Background: an optimization exercise with open tools, aiming at small area, a short achievable clock period and few clock cycles. Do not read the settings as production practice. The RTL was checked by simulation tests, not by an equivalence proof against the original design.

Design ascon_hash, start of the top module:
module ascon_hash (
    input  logic        clk,
    input  logic        rst,
    input  logic        in_valid,
    input  logic [15:0] in_data,
    input  logic [3:0]  in_kind,
    input  logic        in_last,
    output logic        in_credit,
    input  logic        out_credit,
    output logic        out_valid,
    output logic [15:0] out_data,
    output logic [3:0]  out_kind,
    output logic        out_last
);
    localparam int UNROLL = 2;
    localparam int NPH    = 12 / UNROLL;
    localparam int PH_W   = (NPH > 1) ? $clog2(NPH) : 1;
    localparam logic [319:0] HASH_IV =
        320'hee9398aadb67f03d8bb21831c60f1002b48a92db98d5da6243189921b8f8e3e8348fa5c9d525e140;
    localparam logic [319:0] XOF_IV =
        320'hb57e273b814cd4162b51042562ae242066a3a7768ddf22185aad0a7a8153650c4f3e0e32539493b6;
    localparam logic [1:0] P_IDLE = 2'd0, P_LEN0 = 2'd1, P_LEN1 = 2'd2, P_ABS = 2'd3;
    function automatic logic [63:0] ror(input logic [63:0] x, input int n);
        ror = (x >> n) | (x << (64 - n));
    endfunction
    function automatic logic [319:0] perm_round(input logic [319:0] s, input logic [7:0] rc);
        logic [63:0] x0, x1, x2, x3, x4;
        logic [63:0] t0, t1, t2, t3, t4;
        {x0, x1, x2, x3, x4} = s;
        x2 = x2 ^ {56'd0, rc};
        x0 = x0 ^ x4;
        x4 = x4 ^ x3;
        x2 = x2 ^ x1;
        t0 = ~x0 & x1;
        t1 = ~x1 & x2;
        t2 = ~x2 & x3;
        t3 = ~x3 & x4;
        t4 = ~x4 & x0;
        x0 = x0 ^ t1;
        x1 = x1 ^ t2;
        x2 = x2 ^ t3;
        x3 = x3 ^ t4;
        x4 = x4 ^ t0;
        x1 = x1 ^ x0;
        x0 = x0 ^ x4;
        x3 = x3 ^ x2;
        x2 = ~x2;
        x0 = x0 ^ ror(x0, 19) ^ ror(x0, 28);
        x1 = x1 ^ ror(x1, 61) ^ ror(x1, 39);
        x2 = x2 ^ ror(x2, 1) ^ ror(x2, 6);
  ...
Settings: LEC_CHECK=0, CAP_MARGIN=20, CORE_MARGIN=2, CORE_UTILIZATION=55, SLEW_MARGIN=20; clock period 10.0 ns.
standard.sh (not shown) runs the stock make flow with config.mk's settings and CLKGATE_MAP_FILE= SYNTH_SCRIPT=/design/flow/synth_recipe.tcl, a recipe that flattens the netlist after the stock synthesis.
==> flow/flow/run.sh <==
#!/bin/bash
# The standard layout, with timing repair asked to leave extra setup slack
# at the design's own clock period and constraints.
set -euo pipefail
bash standard.sh SETUP_SLACK_MARGIN=6.5 finish > standard_flow.log 2>&1
The baseline did not get past clock tree synthesis (4_1_cts), error DPL-0038.
Testbench counts at the start, summed over its fixed seeds: cycles 6,908.
Then changed:
==> flow/run.sh (new file) <==
#!/bin/bash
# synth_recipe.tcl (not shown) runs the flow's synth.tcl, then flattens the netlist and writes it again
# the make line also repeats each setting of config.mk as NAME=value (left out here)
make -C /OpenROAD-flow-scripts/flow DESIGN_CONFIG=/design/flow/config.mk WORK_HOME=/design/flow/orfs CLKGATE_MAP_FILE= SYNTH_SCRIPT=/design/flow/synth_recipe.tcl finish
--- a/flow/config.mk
+++ b/flow/config.mk
@@ -8,4 +8,4 @@
 export CAP_MARGIN = 20
 export CORE_MARGIN = 2
-export CORE_UTILIZATION = 55
+export CORE_UTILIZATION = 40
 export SLEW_MARGIN = 20
removed: flow/flow/run.sh
removed: flow/standard.sh
- With this change the flow passed the timing, design-rule and antenna checks
- synthesized cell count is unchanged
- synthesized area does not change

========
== north ==
ascon_hash, a different RTL version from the one above (not shown whole).
For scale: ~580 flip-flops, ~48 I/O pins, about 0.037 mm2 of cells after synthesis.
Settings: LEC_CHECK=0, CAP_MARGIN=20, CORE_MARGIN=2, CORE_UTILIZATION=65, CTS_CLUSTER_DIAMETER=70, CTS_CLUSTER_SIZE=25, SLEW_MARGIN=20; clock period 10.0 ns.
==> flow/flow/run.sh <==
#!/bin/bash
# The standard layout, with timing repair asked to leave extra setup slack
# at the design's own clock period and constraints.
set -euo pipefail
bash standard.sh SETUP_SLACK_MARGIN=7.15 finish > standard_flow.log 2>&1
Testbench counts of north, summed over its fixed seeds: cycles 13,850.
Input changes introduced in south (baseline for comparison: north):
==> flow/flow/run.sh <==
#!/bin/bash
# The standard layout, with timing repair asked to leave extra setup slack
# at the design's own clock period and constraints.
set -euo pipefail
bash standard.sh SETUP_SLACK_MARGIN=7 finish > standard_flow.log 2>&1
diff --git a/flow/config.mk b/flow/config.mk
--- a/flow/config.mk
+++ b/flow/config.mk
@@ -10,4 +10,4 @@
 export CORE_UTILIZATION = 65
-export CTS_CLUSTER_DIAMETER = 70
-export CTS_CLUSTER_SIZE = 25
+export CTS_CLUSTER_DIAMETER = 60
+export CTS_CLUSTER_SIZE = 30
 export SLEW_MARGIN = 20
Findings:
- south vs north, end of the critical path: out_data[8] vs sq_out
- Higher wire length reported by the detailed router was reported by north, not south.
- [compare] base=north new=south: total area of multi-input combinational cells lower, number of cells in the finished layout apart from fillers lower, post-route worst setup slack lower, hold slack higher.
- From north to south the numbers moved as follows: fraction of area in registers +0.73 points, vertical extent of the die ~0 delta, share of cell area taken by multi-input logic gates -0.34 points.

========
== run 1 ==
ascon_hash again, from the RTL that the note above started with.
clock: 10.0 ns
lec_check: 0
cap_margin: 20
core_margin: 2
core_utilization: 60
cts_cluster_diameter: 70
cts_cluster_size: 25
slew_margin: 20
==> flow/flow/run.sh <==
#!/bin/bash
# The standard layout, with timing repair asked to leave extra setup slack
# at the design's own clock period and constraints.
set -euo pipefail
bash standard.sh SETUP_SLACK_MARGIN=7 finish > standard_flow.log 2>&1
Testbench counts of run 1, summed over its fixed seeds: cycles 13,850.
### run 1 -> run 2
Settings: a change of CORE_UTILIZATION from 60 to 65.
[summary]
- The setup slack of run 2 and that of run 1 are within noise of each other.
- | cell area after layout | lower: run 2 |
- Comparing run 2 and run 1, tapcell count is lower on run 2.
#### Input delta (run 3 over run 2)
--- a/flow/flow/run.sh
+++ b/flow/flow/run.sh
@@ -4,2 +4,2 @@
 set -euo pipefail
-bash standard.sh SETUP_SLACK_MARGIN=7 finish > standard_flow.log 2>&1
+bash standard.sh SETUP_SLACK_MARGIN=6.9 finish > standard_flow.log 2>&1
Findings:
On run 3: detailed-route wire length per cell is 0.31 um higher than what run 2 gave.
Taking run 2 as the reference, in run 3 design area went down by 250 sq um, per-cell via count in the routed design was more or less identical, weighted congestion reported at the end of routability-driven placement went up by about 1.4%.
Post-CTS setup repair buffer count: run 3 vs run 2 down 3
Of the two values seen for kind of critical path, register to register was produced by run 3 and register to primary output by run 2.
Delta (run 3 minus run 2): worst-path maximum fanout higher, final worst setup slack lower.
Edits applied to the flow inputs when going from run 3 to run 4:
Settings: CTS_CLUSTER_SIZE: 25 -> 20; CTS_CLUSTER_DIAMETER: 70 -> 60.
--- a/flow/flow/run.sh
+++ b/flow/flow/run.sh
@@ -4,2 +4,2 @@
 set -euo pipefail
-bash standard.sh SETUP_SLACK_MARGIN=6.9 finish > standard_flow.log 2>&1
+bash standard.sh SETUP_SLACK_MARGIN=7 finish > standard_flow.log 2>&1
==> comparison <==
Run 4 reached the final stage; the timing, design-rule and antenna checks on its layout passed.
Finished layout cell area: run 4 vs run 3 up about 0.8%
End point of the critical path = st[272]$_DFF_P_: run 3; end point of the critical path = out_data[2]: run 4
Run 3 -> run 4: quantity of gates resized following cts increased by a little under 10%
Summary: with run 3 as the reference, wire length in run 4 moved down slightly.
Run 4 against run 3: clock-buffer cell count went up, hold slack went down, initial antenna violation count did not really move.

-- afterwards: timing with drivers on the ports --
No port has a modelled driver above. Below, the same layouts with a new extraction and two added sets of constraints.
Step 1, drivers: a clkbuf_16 drives clk and a buf_2 each remaining input, both assumed.
Step 2 times the ports against the registers' clock, not the clock port: input delays grow and output delays shrink by t, the midpoint of the rising clock arrivals with the driver on.
a / b / c = ideal / step 1 / step 2; a / b = the first two.
| run | t (ns) | slack for setup (ns) | cell pins on the clock port's net |
|---|---|---|---|
| the second run of note 1 | 0.803 | 2.115 / 2.115 / 2.115 | 1 |
| north | 0.673 | 6.845 / 6.782 / 6.607 | 1 |
| south | 0.700 | 6.828 / 6.762 / 6.456 | 1 |
| run 1 | 0.677 | 6.849 / 6.785 / 6.395 | 1 |
| run 2 | 0.691 | 6.847 / 6.778 / 6.443 | 1 |
| run 3 | 0.659 | 6.794 / 6.794 / 6.329 | 1 |
| run 4 | 0.690 | 6.836 / 6.769 / 6.446 | 1 |
After both steps setup and hold are still met in every run listed. The setup slack of run 3, which loses most, moves by 0.000 ns with the drivers and by -0.465 ns with both steps.
